This is an optimization exercise on Yosys and OpenROAD, whose aim is a short achievable clock period and few clock cycles, not a production implementation. Function was checked by simulation only, so behaviour that the tests miss may differ from the original. Power and IR drop assume default switching activity.

**flow/constraint.sdc**
```tcl
create_clock -name core_clock -period 7.0 [get_ports {clk}]
set_input_delay 1.4000 -clock core_clock [delete_from_list [all_inputs] [get_ports {clk}]]
set_output_delay 1.4000 -clock core_clock [all_outputs]
set_load 0.01 [all_outputs]
```
**flow/design.v**
```verilog
`default_nettype none
package mips_pkg;
    typedef enum logic [5:0] {
        OP_RTYPE = 6'h00,
        OP_BEQ   = 6'h04,
        OP_ADDI  = 6'h08,
        OP_LW    = 6'h23,
        OP_SW    = 6'h2b
    } opcode_e;
    typedef enum logic [5:0] {
        FN_ADD = 6'h20,
        FN_SUB = 6'h22,
        FN_AND = 6'h24,
        FN_OR  = 6'h25,
        FN_SLT = 6'h2a
    } funct_e;
    typedef enum logic [2:0] {
        ALU_ADD = 3'd0,
        ALU_SUB = 3'd1,
        ALU_AND = 3'd2,
        ALU_OR  = 3'd3,
        ALU_SLT = 3'd4
    } alu_op_e;
    typedef enum logic [1:0] {
        FWD_RF  = 2'b00,
        FWD_WB  = 2'b01,
        FWD_MEM = 2'b10
    } fwd_sel_e;
    typedef struct packed {
        opcode_e                      opcode;
        logic [5-1:0]  rs;
        logic [5-1:0]  rt;
        logic [5-1:0]  rd;
        logic [4:0]                   shamt;
        funct_e                       funct;
    } r_fmt_t;
    typedef struct packed {
        opcode_e                      opcode;
        logic [5-1:0]  rs;
        logic [5-1:0]  rt;
        logic [15:0]                  imm;
    } i_fmt_t;
    typedef union packed {
        r_fmt_t r_fmt;
        i_fmt_t i_fmt;
    } instr_u;
    typedef struct packed {
        logic    reg_write;
        logic    mem_to_reg;
        logic    mem_write;
        logic    branch;
        logic    alu_src_imm;
        logic    reg_dst_rd;
        alu_op_e alu_op;
    } ctrl_t;
    typedef struct packed {
        instr_u                 instr;
        logic [$clog2(256)-1:0]  pc_next;
    } if_id_t;
    typedef struct packed {
        ctrl_t                        ctrl;
        logic [32-1:0]        rd1;
        logic [32-1:0]        rd2;
        logic [32-1:0]        imm;
        logic [5-1:0]  rs;
        logic [5-1:0]  rt;
        logic [5-1:0]  dst;
    } id_ex_t;
    typedef struct packed {
        logic                         reg_write;
        logic                         mem_to_reg;
        logic                         mem_write;
        logic [32-1:0]        alu_result;
        logic [32-1:0]        store_data;
        logic [5-1:0]  dst;
    } ex_mem_t;
    typedef struct packed {
        logic                         reg_write;
        logic                         mem_to_reg;
        logic [32-1:0]        alu_result;
        logic [32-1:0]        load_data;
        logic [5-1:0]  dst;
    } mem_wb_t;
    typedef struct packed {
        logic                   wr_en;
        logic                   rd_en;
        logic [32-1:0]  addr;
        logic [32-1:0]  wdata;
    } dmem_req_t;
endpackage
`default_nettype wire
`timescale 1ns/1ns
`default_nettype none
module hazard_unit (
    input  logic                         branch_id
    ,input  logic [5-1:0] rs_id
    ,input  logic [5-1:0] rt_id
    ,input  logic [5-1:0] rs_ex
    ,input  logic [5-1:0] rt_ex
    ,input  logic [5-1:0] dst_ex
    ,input  logic                        mem_to_reg_ex
    ,input  logic                        reg_write_ex
    ,input  logic [5-1:0] dst_mem
    ,input  logic                        mem_to_reg_mem
    ,input  logic                        reg_write_mem
    ,input  logic [5-1:0] dst_wb
    ,input  logic                        reg_write_wb
    ,output logic                        stall
    ,output logic                        forward_rd1
    ,output logic                        forward_rd2
    ,output mips_pkg::fwd_sel_e          forward_src_a
    ,output mips_pkg::fwd_sel_e          forward_src_b
);
    logic ex_hits_id;
    logic mem_hits_id;
    logic load_use_stall;
    logic branch_stall;
    assign ex_hits_id  = (dst_ex != '0) && (dst_ex == rs_id || dst_ex == rt_id);
    assign mem_hits_id = (dst_mem != '0) && (dst_mem == rs_id || dst_mem == rt_id);
    assign load_use_stall = mem_to_reg_ex && ex_hits_id;
    assign branch_stall = branch_id
                          && ((reg_write_ex && ex_hits_id)
                              || (mem_to_reg_mem && mem_hits_id));
    assign stall = load_use_stall || branch_stall;
    assign forward_rd1 = (rs_id != '0) && (rs_id == dst_mem) && reg_write_mem;
    assign forward_rd2 = (rt_id != '0) && (rt_id == dst_mem) && reg_write_mem;
    always_comb begin
        if (rs_ex != '0 && rs_ex == dst_mem && reg_write_mem)
            forward_src_a = mips_pkg::FWD_MEM;
        else if (rs_ex != '0 && rs_ex == dst_wb && reg_write_wb)
            forward_src_a = mips_pkg::FWD_WB;
        else
            forward_src_a = mips_pkg::FWD_RF;
    end
    always_comb begin
        if (rt_ex != '0 && rt_ex == dst_mem && reg_write_mem)
            forward_src_b = mips_pkg::FWD_MEM;
        else if (rt_ex != '0 && rt_ex == dst_wb && reg_write_wb)
            forward_src_b = mips_pkg::FWD_WB;
        else
            forward_src_b = mips_pkg::FWD_RF;
    end
endmodule
`default_nettype wire
`timescale 1ns/1ns
`default_nettype none
module control_decoder (
    input  mips_pkg::instr_u instr,
    output mips_pkg::ctrl_t  ctrl
);
    always_comb begin
        ctrl        = '0;
        ctrl.alu_op = mips_pkg::ALU_ADD;
        case (instr.r_fmt.opcode)
            mips_pkg::OP_RTYPE: begin
                ctrl.reg_write  = 1'b1;
                ctrl.reg_dst_rd = 1'b1;
                case (instr.r_fmt.funct)
                    mips_pkg::FN_ADD: ctrl.alu_op = mips_pkg::ALU_ADD;
                    mips_pkg::FN_SUB: ctrl.alu_op = mips_pkg::ALU_SUB;
                    mips_pkg::FN_AND: ctrl.alu_op = mips_pkg::ALU_AND;
                    mips_pkg::FN_OR:  ctrl.alu_op = mips_pkg::ALU_OR;
                    mips_pkg::FN_SLT: ctrl.alu_op = mips_pkg::ALU_SLT;
                    default: begin
                        ctrl.reg_write  = 1'b0;
                        ctrl.reg_dst_rd = 1'b0;
                    end
                endcase
            end
            mips_pkg::OP_ADDI: begin
                ctrl.reg_write   = 1'b1;
                ctrl.alu_src_imm = 1'b1;
            end
            mips_pkg::OP_LW: begin
                ctrl.reg_write   = 1'b1;
                ctrl.mem_to_reg  = 1'b1;
                ctrl.alu_src_imm = 1'b1;
            end
            mips_pkg::OP_SW: begin
                ctrl.mem_write   = 1'b1;
                ctrl.alu_src_imm = 1'b1;
            end
            mips_pkg::OP_BEQ: begin
                ctrl.branch = 1'b1;
                ctrl.alu_op = mips_pkg::ALU_SUB;
            end
            default: ;
        endcase
    end
endmodule
`default_nettype wire
`timescale 1ns/1ns
`default_nettype none
module register_file (
    input  logic                         clk,
    input  logic                         reset,
    input  logic [5-1:0]  rd_addr1,
    input  logic [5-1:0]  rd_addr2,
    output logic [32-1:0]        rd_data1,
    output logic [32-1:0]        rd_data2,
    input  logic                         wr_en,
    input  logic [5-1:0]  wr_addr,
    input  logic [32-1:0]        wr_data
);
    logic [32-1:0] regs [32];
    logic                  wr_live;
    assign wr_live = wr_en && (wr_addr != '0);
    always_ff @(posedge clk) begin
        if (reset) begin
            for (int i = 0; i < 32; i++)
                regs[i] <= '0;
        end else if (wr_live) begin
            regs[wr_addr] <= wr_data;
        end
    end
    assign rd_data1 = (wr_live && wr_addr == rd_addr1) ? wr_data : regs[rd_addr1];
    assign rd_data2 = (wr_live && wr_addr == rd_addr2) ? wr_data : regs[rd_addr2];
endmodule
`default_nettype wire
`timescale 1ns/1ns
`default_nettype none
module alu (
    input  mips_pkg::alu_op_e      op,
    input  logic [32-1:0]  a,
    input  logic [32-1:0]  b,
    output logic [32-1:0]  result,
    output logic                   zero
);
    logic set_lt;
    assign set_lt = $signed(a) < $signed(b);
    always_comb begin
        case (op)
            mips_pkg::ALU_ADD: result = a + b;
            mips_pkg::ALU_SUB: result = a - b;
            mips_pkg::ALU_AND: result = a & b;
            mips_pkg::ALU_OR:  result = a | b;
            mips_pkg::ALU_SLT: result = {{(32-1){1'b0}}, set_lt};
            default:           result = '0;
        endcase
    end
    assign zero = (result == '0);
endmodule
`default_nettype wire
`timescale 1ns/1ns
`default_nettype none
module mips_core (
    input  logic                   clk,
    input  logic                   reset,
    output logic [$clog2(256)-1:0]  imem_addr,
    input  logic [32-1:0]  imem_data,
    output logic                   dmem_wr_en,
    output logic                   dmem_rd_en,
    output logic [32-1:0]  dmem_addr,
    output logic [32-1:0]  dmem_wdata,
    input  logic [32-1:0]  dmem_rdata,
    output logic                   wb_valid,
    output logic [5-1:0] wb_addr,
    output logic [32-1:0]  wb_data
);
    logic [$clog2(256)-1:0]        pc;
    logic [$clog2(256)-1:0]        pc_plus1;
    logic [$clog2(256)-1:0]        branch_target;
    mips_pkg::if_id_t             if_id;
    mips_pkg::id_ex_t             id_ex;
    mips_pkg::ex_mem_t            ex_mem;
    mips_pkg::mem_wb_t            mem_wb;
    mips_pkg::ctrl_t              ctrl_id;
    logic [32-1:0]        rf_rd1;
    logic [32-1:0]        rf_rd2;
    logic [32-1:0]        imm_id;
    logic [5-1:0]  dst_id;
    logic [32-1:0]        cmp_a;
    logic [32-1:0]        cmp_b;
    logic                         branch_taken;
    logic                         stall;
    logic                         forward_rd1;
    logic                         forward_rd2;
    mips_pkg::fwd_sel_e           forward_src_a;
    mips_pkg::fwd_sel_e           forward_src_b;
    logic [32-1:0]        src_a;
    logic [32-1:0]        src_b;
    logic [32-1:0]        alu_b;
    logic [32-1:0]        alu_result;
    mips_pkg::dmem_req_t          dmem_req;
    assign dmem_wr_en = dmem_req.wr_en;
    assign dmem_rd_en = dmem_req.rd_en;
    assign dmem_addr  = dmem_req.addr;
    assign dmem_wdata = dmem_req.wdata;
    assign pc_plus1  = pc + 1'b1;
    assign imem_addr = pc;
    always_ff @(posedge clk) begin
        if (reset)
            pc <= '0;
        else if (!stall)
            pc <= branch_taken ? branch_target : pc_plus1;
    end
    always_ff @(posedge clk) begin
        if (reset) begin
            if_id.instr <= '0;
        end else if (!stall) begin
            if_id.instr   <= imem_data;
            if_id.pc_next <= pc_plus1;
        end
    end
    control_decoder i_control_decoder (
        .instr (if_id.instr),
        .ctrl  (ctrl_id)
    );
    register_file i_register_file (
        .clk      (clk),
        .reset    (reset),
        .rd_addr1 (if_id.instr.i_fmt.rs),
        .rd_addr2 (if_id.instr.i_fmt.rt),
        .rd_data1 (rf_rd1),
        .rd_data2 (rf_rd2),
        .wr_en    (wb_valid),
        .wr_addr  (wb_addr),
        .wr_data  (wb_data)
    );
    assign imm_id = {{(32-16){if_id.instr.i_fmt.imm[15]}}, if_id.instr.i_fmt.imm};
    assign dst_id = ctrl_id.reg_dst_rd ? if_id.instr.r_fmt.rd : if_id.instr.i_fmt.rt;
    assign branch_target = if_id.pc_next + imm_id[$clog2(256)-1:0];
    assign cmp_a = forward_rd1 ? ex_mem.alu_result : rf_rd1;
    assign cmp_b = forward_rd2 ? ex_mem.alu_result : rf_rd2;
    assign branch_taken = ctrl_id.branch && (cmp_a == cmp_b);
    hazard_unit i_hazard_unit (
        .branch_id      (ctrl_id.branch),
        .rs_id          (if_id.instr.i_fmt.rs),
        .rt_id          (if_id.instr.i_fmt.rt),
        .rs_ex          (id_ex.rs),
        .rt_ex          (id_ex.rt),
        .dst_ex         (id_ex.dst),
        .mem_to_reg_ex  (id_ex.ctrl.mem_to_reg),
        .reg_write_ex   (id_ex.ctrl.reg_write),
        .dst_mem        (ex_mem.dst),
        .mem_to_reg_mem (ex_mem.mem_to_reg),
        .reg_write_mem  (ex_mem.reg_write),
        .dst_wb         (mem_wb.dst),
        .reg_write_wb   (mem_wb.reg_write),
        .stall          (stall),
        .forward_rd1    (forward_rd1),
        .forward_rd2    (forward_rd2),
        .forward_src_a  (forward_src_a),
        .forward_src_b  (forward_src_b)
    );
    always_ff @(posedge clk) begin
        if (reset || stall) begin
            id_ex.ctrl <= '0;
        end else begin
            id_ex.ctrl <= ctrl_id;
            id_ex.rd1  <= rf_rd1;
            id_ex.rd2  <= rf_rd2;
            id_ex.imm  <= imm_id;
            id_ex.rs   <= if_id.instr.i_fmt.rs;
            id_ex.rt   <= if_id.instr.i_fmt.rt;
            id_ex.dst  <= dst_id;
        end
    end
    always_comb begin
        case (forward_src_a)
            mips_pkg::FWD_MEM: src_a = ex_mem.alu_result;
            mips_pkg::FWD_WB:  src_a = wb_data;
            default:           src_a = id_ex.rd1;
        endcase
        case (forward_src_b)
            mips_pkg::FWD_MEM: src_b = ex_mem.alu_result;
            mips_pkg::FWD_WB:  src_b = wb_data;
            default:           src_b = id_ex.rd2;
        endcase
    end
    assign alu_b = id_ex.ctrl.alu_src_imm ? id_ex.imm : src_b;
    alu i_alu (
        .op     (id_ex.ctrl.alu_op),
        .a      (src_a),
        .b      (alu_b),
        .result (alu_result),
        .zero   ()
    );
    always_ff @(posedge clk) begin
        if (reset) begin
            ex_mem.reg_write  <= 1'b0;
            ex_mem.mem_to_reg <= 1'b0;
            ex_mem.mem_write  <= 1'b0;
        end else begin
            ex_mem.reg_write  <= id_ex.ctrl.reg_write;
            ex_mem.mem_to_reg <= id_ex.ctrl.mem_to_reg;
            ex_mem.mem_write  <= id_ex.ctrl.mem_write;
            ex_mem.alu_result <= alu_result;
            ex_mem.store_data <= src_b;
            ex_mem.dst        <= id_ex.dst;
        end
    end
    assign dmem_req.wr_en = ex_mem.mem_write;
    assign dmem_req.rd_en = ex_mem.mem_to_reg;
    assign dmem_req.addr  = ex_mem.alu_result >> 2;
    assign dmem_req.wdata = ex_mem.store_data;
    always_ff @(posedge clk) begin
        if (reset) begin
            mem_wb.reg_write  <= 1'b0;
            mem_wb.mem_to_reg <= 1'b0;
        end else begin
            mem_wb.reg_write  <= ex_mem.reg_write;
            mem_wb.mem_to_reg <= ex_mem.mem_to_reg;
            mem_wb.alu_result <= ex_mem.alu_result;
            mem_wb.load_data  <= dmem_rdata;
            mem_wb.dst        <= ex_mem.dst;
        end
    end
    assign wb_valid = mem_wb.reg_write && (mem_wb.dst != '0);
    assign wb_addr  = mem_wb.dst;
    assign wb_data  = mem_wb.mem_to_reg ? mem_wb.load_data : mem_wb.alu_result;
endmodule
`default_nettype wire
```
**flow/run.sh**
```bash
#!/bin/bash
# synth_recipe.tcl (not shown) runs the flow's synth.tcl, then flattens the netlist and writes it again
# the make line also repeats each setting of config.mk as NAME=value (left out here)
make -C /OpenROAD-flow-scripts/flow DESIGN_CONFIG=/design/flow/config.mk WORK_HOME=/design/flow/orfs CLKGATE_MAP_FILE= SYNTH_SCRIPT=/design/flow/synth_recipe.tcl finish
```
**flow/config.mk**
```make
export PLATFORM = sky130hd
export DESIGN_NAME = mips_core
export DESIGN_NICKNAME = mips_core
export VERILOG_FILES = /design/flow/design.v
export SDC_FILE = /design/flow/constraint.sdc
export NUM_CORES = 4
export LEC_CHECK = 0
export CAP_MARGIN = 20
export CORE_MARGIN = 2
export CORE_UTILIZATION = 40
export SLEW_MARGIN = 20
```
==> qor.yml, run 1 <==
status: "no timing/DRC/antenna violations"
synth_flop_cell: "edfxtp_1"
rsz0062_at_grt: "false"
cts-resized-gates: 0
utilization: 0.454
postRouteAntennaNets: 0
worstPathArrival_ns: 6.90
place_congestion: 0.924
dr.pass1.iters: 8
relSlewSlack: 0.145
final_area_sq_mm: 0.0812
drt-total-wl_mm: 270
dr_total_vias: 50911
antenna_found_initial: 8
required_ns: 7.53
layout_commonest_cell: "edfxtp_1"
drive_above_1_share: 0.201
nFillCells: 15914
htree_levels: 4
async_flop_share: 0
dp_hpwl_mm: 163
grt_max_degree: 68
ioPinCount: 178
cts_made_buffers: 145
netlist_area_sq_mm: 0.0722
viasPerCell: 6.36
syn_to_final_growth_pct: 12.4
clk_pin_slew_ns: 0.06
worst_slack_ns: 0.630
p_per_area_mw_per_mm2: 257
final_cell_mix: "edfxtp_1, nor2_1, mux4_2"
fin_crit_sh: 0.910
worstSetupPathType: "flop to flop"
ys_types: 96
die_area_sq_mm: 0.184
finalClockSkew_ns: 0.0277
ys_seq_elements: 1327
grt_pass1_vias: 49667
ir_worst_vdd_mv: 0.165
tritoncts: "yes"
multi_input_area_sq_mm: 0.0303
grt_pass1_wl_mm: 377
cap_violations: 0
fin_nets: 5714
cts_buffer_depth: 3
die_y_um: 429
finalSetupViolations: 0
layout_min_cycle_time_ns: 6.37
setup_tns_ns: 0
hold_viol: 0
yosysSeqAreaShare: 0.543
cts_hold_buf: 0
slew_violations: 0
yosys_warnings: 5
setup.worst_path.end_class: "flop"
synth.avg_cell_area_sq_um: 13.0
r2r_slack_ns: 0.63
netlist_instances: 5569
post-route-drc-count: 0
clk_latency_ns: 0.80
port_buffers: 175
hp-class: "flop to flop"
tightest_slew_ns: 1.28
setup.worst_path.start_class: "flop"
rows: 155
die_w_um: 429
synth_top_area_share: 0.526
cts_root_buf: "clkbuf_16"
netlist.top_cell.by_area: "edfxtp_1"
leakage_nw: 29.3
wl_per_cell_um: 33.7
regArea_sq_mm: 0.0393
start_util: 0.404
grt.total_usage: 0.290
overflow: 0
synthTopCellsByArea: "edfxtp_1, mux4_2, nor2_1"
postCtsSetupBuffers: 0
clock.fmax_mhz: 157
core_sq_mm: 0.179
cts.sinks: 1327
cp_max_fo: 42
place_ws_ns: 0.684
synth-edff-count: 1265
dpl_cell_area_sq_mm: 0.0765
drtIter0Drc: 7540
==> Yosys cell counts, types with 19 or more instances <==
library cell / number
edfxtp_1: 1265
nor2_1: 1150
mux4_2: 552
clkbuf_1: 336
nand2_1: 299
mux2i_1: 218
o21ai_0: 205
inv_1: 181
a21oi_1: 134
ha_1: 108
buf_4: 100
buf_2: 77
nor3_1: 75
xnor2_1: 64
dfxtp_1: 62
xor2_1: 50
a22oi_1: 49
o22ai_1: 39
a211oi_1: 35
nand3_1: 34
buf_6: 30
mux2_2: 30
nor2b_1: 27
a21o_1: 25
buf_1: 25
o21a_1: 23
a221oi_1: 20
and3_1: 19
==> sequential cells by signal (all words and copies together), names as in the netlist, named ones only <==
signal	cells
if_id	40
pc	8
id_ex	102
mem_wb	71
i_register_file.regs	1024
ex_mem	72
==> through the flow <==
stage,instances,total power [mW],hold WS [ns]
floorplan,5602,11.7,0.403
global placement,7745,13.1,0.419
detailed placement,7745,13.2,0.421
CTS,8006,20.8,0.450
global route,8006,21.4,0.464
finish,8009,20.9,0.440
==> final timing paths <==
kind / start / to / cells after the start
worst min-delay path: if_id[17]$_SDFFE_PP0N_ / id_ex[24]$_DFFE_PP_ / 0
worst min register to register: if_id[17]$_SDFFE_PP0N_ / id_ex[24]$_DFFE_PP_ / 0
worst max-delay path: mem_wb[4]$_DFFE_PN_ / ex_mem[67]$_DFFE_PN_ / 22
worst max register to register: mem_wb[4]$_DFFE_PN_ / ex_mem[67]$_DFFE_PN_ / 22
==> power breakdown <==
part           internal (mW)  leakage [nW]  switching, mW
combinational           1.35          13.5           2.20
sequential              9.15          13.5          0.409
clock                   4.48          2.29           3.27
==> cell type report <==
class | instances | area share
Sequential cell | 1327 | 0.483
Clock inverter | 82 | 0.00923
Antenna cell | 3 | 0.0000924
Multi-Input combinational cell | 3519 | 0.373
Clock buffer | 179 | 0.0483
Timing Repair Buffer | 362 | 0.0413
Tap cell | 2355 | 0.0363
Inverter | 182 | 0.00856
==> routing by layer <==
| layer | global-route usage | vias to the layer above | routed length (um) |
|---|---|---|---|
| li1 | - | 20773 | - |
| met1 | 0.361 | 25725 | 95400 |
| met2 | 0.460 | 3582 | 125000 |
| met3 | 0.0770 | 827 | 32700 |
| met4 | 0.156 | 4 | 17200 |
| met5 | 0 | - | 27 |
==> worst max-delay path, cell delays in order, from the launching register on <==
cell	delay (ns)
edfxtp_1	0.64
xnor2_1	0.27
nand4_1	0.13
nor4_2	0.23
buf_4	0.29
buf_4	0.36
nand2_1	0.08
o21ai_0	0.08
o21ai_0	0.21
mux2_2	0.35
ha_1	0.47
nand4_1	0.15
nor2_1	0.24
nand2_1	0.10
o211ai_1	0.31
a21oi_1	0.17
o31ai_1	0.53
a41oi_1	0.24
a2111oi_0	0.43
a211oi_1	0.10
a2111oi_0	0.43
xnor2_1	0.18
o21ai_0	0.09
==> cell families after synthesis <==
group	count (synthesis)	synth area share
and+or+nand+nor	1722	0.0985
DFF	1327	0.543
muxes	800	0.207
buffers and inverters	756	0.0499
AOI/OAI and AO/OA	738	0.0682
xor gates and xnor gates	114	0.0138
adders and majority gates	111	0.0195
other	1	0.0000519
Testbench counts, summed over its fixed seeds: cycles 21,792.
==> inputs of run 2 (changes only) <==
--- a/flow/config.mk
+++ b/flow/config.mk
@@ -6,6 +6,9 @@
 export NUM_CORES = 4
 export LEC_CHECK = 0
+export ABC_CLOCK_PERIOD_IN_PS = 2500
 export CAP_MARGIN = 20
 export CORE_MARGIN = 2
 export CORE_UTILIZATION = 40
+export SETUP_SLACK_MARGIN = 4
 export SLEW_MARGIN = 20
+export TNS_END_PERCENT = 100
==> qor.yml, run 2 <==
status: "no timing/DRC/antenna violations"
ys_types: 96
netlist_instances: 5569
layout_min_cycle_time_ns: 5.18
utilization: 0.515
synthMuxAreaShare: 0.207
cp_max_fo: 8
port_buffers: 175
finalSetupViolations: 0
finalClockSkew_ns: 0.0334
place_ws_ns: 0.683
cts_root_buf: "clkbuf_16"
p_per_area_mw_per_mm2: 246
antenna_found_initial: 11
synth-compound-area-share: 0.0682
holdCritStartpoint: "if_id[16]$_SDFFE_PP0N_"
setup.worst_path.start_class: "flop"
tightest_slew_ns: 1.23
start_util: 0.404
clk_latency_ns: 0.82
grt_pass1_wl_mm: 422
synth_top_family_by_area: "multiplexers"
drt-total-wl_mm: 312
grt_max_degree: 73
yosys_warnings: 5
critical-path-slowest-cell: "or4_4"
cts_buffer_depth: 3
async_flop_share: 0
final_cell_mix: "edfxtp_1, nor2_1, mux4_2"
reg_top3: "i_register_file.regs x1024, id_ex x102, ex_mem x72"
worstHoldPathCells: 0
r2r_slack_ns: 1.82
slew_violations: 0
cap_violations: 0
netlist.top_cell.by_area: "edfxtp_1"
clk_pin_slew_ns: 0.06
place_congestion: 0.931
ioPinCount: 178
synth_simple_gate_area_share: 0.0985
tritoncts: "yes"
holdWs_ns: 0.432
yosysMostFrequentCell: "edfxtp_1"
overflow: 0
reg2reg_from: "id_ex[9]$_DFFE_PP_"
syn_to_final_growth_pct: 27.7
die_area_sq_mm: 0.184
drtIter0Drc: 8163
path_cells: "or4_4, nor2_4, nor4_4, buf_6, buf_12, buf_8, nand2_2, o21ai_2, o21ai_2, mux2i_4, fa_2, nor2b_1, o21bai_1, a21oi_2, o31ai_4, a31oi_4, o21ai_4, a31oi_4, o41ai_2, buf_4, o21ai_4, a2111oi_4, xnor2_1, o21ai_1"
rows: 155
setup_tns_ns: 0
fin_nets: 6312
worstSetupPathType: "flop to flop"
drive_above_1_share: 0.342
final_area_sq_mm: 0.0923
wl_per_cell_um: 36.2
fin_crit_sh: 0.739
slowest_delay_ns: 0.57
clock.fmax_mhz: 193
dpl_cell_area_sq_mm: 0.0770
synth_xor_area_frac: 0.0138
die_y_um: 429
cts_made_buffers: 147
hold_viol: 0
rr_worst_depth: 24
die_w_um: 429
postRouteAntennaNets: 0
startpoint: "id_ex[9]$_DFFE_PP_"
worstPathArrival_ns: 5.71
nFillCells: 14773
leakage_nw: 34.5
hold_end: "id_ex[23]$_DFFE_PP_"
layout_commonest_cell: "edfxtp_1"
core_sq_mm: 0.179
synth_flop_cell: "edfxtp_1"
ir_worst_vdd_mv: 0.225
synth-edff-count: 1265
hp-class: "flop to flop"
yosys-top-cells-count: "edfxtp_1, nor2_1, mux4_2"
dr.pass1.iters: 6
setup.worst_path.end_class: "flop"
r2r_end: "ex_mem[67]$_DFFE_PN_"
dr_total_vias: 56164
largest_reg_flops: 1024
required_ns: 7.54
grt_pass1_vias: 53814
synth_top_area_share: 0.526
synth.avg_cell_area_sq_um: 13.0
regMostFlops: "i_register_file.regs"
grt.total_usage: 0.327
netlist_area_sq_mm: 0.0722
post-route-drc-count: 0
synthAdderAreaFrac: 0.0195
rsz0062_at_grt: "true"
cts_hold_buf: 0
viasPerCell: 6.53
cts.sinks: 1327
worst_slack_ns: 1.82
ys_seq_elements: 1327
relSlewSlack: 0.177
yosysSeqAreaShare: 0.543
synthTopCellsByArea: "edfxtp_1, mux4_2, nor2_1"
htree_levels: 4
dp_hpwl_mm: 172
==> run 2: through the flow <==
step,cells,power [mW]
3_5_place_dp,7758,13.2
2_1_floorplan,5602,11.8
5_1_grt,8603,23.2
6_report,8605,22.7
3_3_place_gp,7758,13.2
4_1_cts,8471,22.2
==> run 2: cell type report <==
cell class	count	area (sq um)	share of cell area
Inverter	182	826	0.00895
Antenna cell	4	10.0	0.000108
Clock inverter	77	753	0.00816
Sequential cell	1327	39300	0.426
Clock buffer	183	3960	0.0429
Timing Repair Buffer	949	11600	0.126
Tap cell	2355	2950	0.0319
Multi-Input combinational cell	3528	32900	0.356
==> run 2: critical path, delay by kind of cell, from the launching register on <==
kind / cells / cell delay (ns)
flops: 1 / 0.41
fa+ha+maj: 1 / 0.42
xor+xnor: 1 / 0.16
mux: 1 / 0.12
compound gates: 12 / 2.17
simple gates: 5 / 0.96
buf+inv: 4 / 0.64
==> run 2: timing repair <==
action                     in CTS  in global routing
gates cloned                   67                 23
pin swaps                     111                120
resized for setup            1017                264
setup buffers                 386                107
setup endpoints to repair    1799                571
==> run 2: worst max path at each step <==
stage	cells past startpoint	to	slack, ns
2_1_floorplan	23	ex_mem[67]$_DFFE_PN_	2.28
3_3_place_gp	17	ex_mem[67]$_DFFE_PN_	0.74
3_5_place_dp	17	ex_mem[67]$_DFFE_PN_	0.68
4_1_cts	22	ex_mem[67]$_DFFE_PN_	1.89
5_1_grt	24	ex_mem[67]$_DFFE_PN_	1.71
6_report	24	ex_mem[67]$_DFFE_PN_	1.82
==> run 2: kinds of logic after synthesis <==
| group | count (synthesis) |
|---|---|
| buffers and inverters | 756 |
| adder cells (fa/ha/maj) | 111 |
| XOR/XNOR | 114 |
| other | 1 |
| flip-flops | 1327 |
| multiplexers | 800 |
| AND/OR/NAND/NOR | 1722 |
| AO/OA/AOI/OAI | 738 |
==> run 2: report_power, final <==
part,total [mW],switching (mW),internal [mW]
combinational,5.43,3.01,2.42
clock,7.85,3.39,4.46
sequential,9.45,0.305,9.15
total,22.7,6.70,16.0
==> run 2: metal layers <==
metal,vias up,global-route usage,share of wire
li1,22035,-,-
met1,28433,0.397,0.34
met2,4486,0.503,0.44
met3,1198,0.105,0.13
met4,12,0.214,0.084
met5,-,0,0.00030

## static timing again, ports no longer ideal
The results above use ideal ports. As a check the final layouts listed here were re-extracted and re-timed, cells and wires unchanged. Step 1 (the two cells are an assumption about what drives the block):
set clk [get_ports {clk}]
set_driving_cell -lib_cell sky130_fd_sc_hd__clkbuf_16 $clk
set_driving_cell -lib_cell sky130_fd_sc_hd__buf_2 [delete_from_list [all_inputs] $clk]
Step 2 times the ports against the registers' clock, not the clock port: input delays grow and output delays shrink by t, the midpoint of the rising clock arrivals with the driver on. Three values: ideal, step 1, step 2; two values: the first two.
run | t, ns | setup WS [ns] | hold slack, ns
run 1 | 0.885 | 0.630 / 0.630 / 0.630 | 0.440 / 0.440 / 0.440
run 2 | 0.895 | 1.824 / 1.824 / 1.824 | 0.432 / 0.432 / 0.432
After both steps every run listed still meets setup and hold.
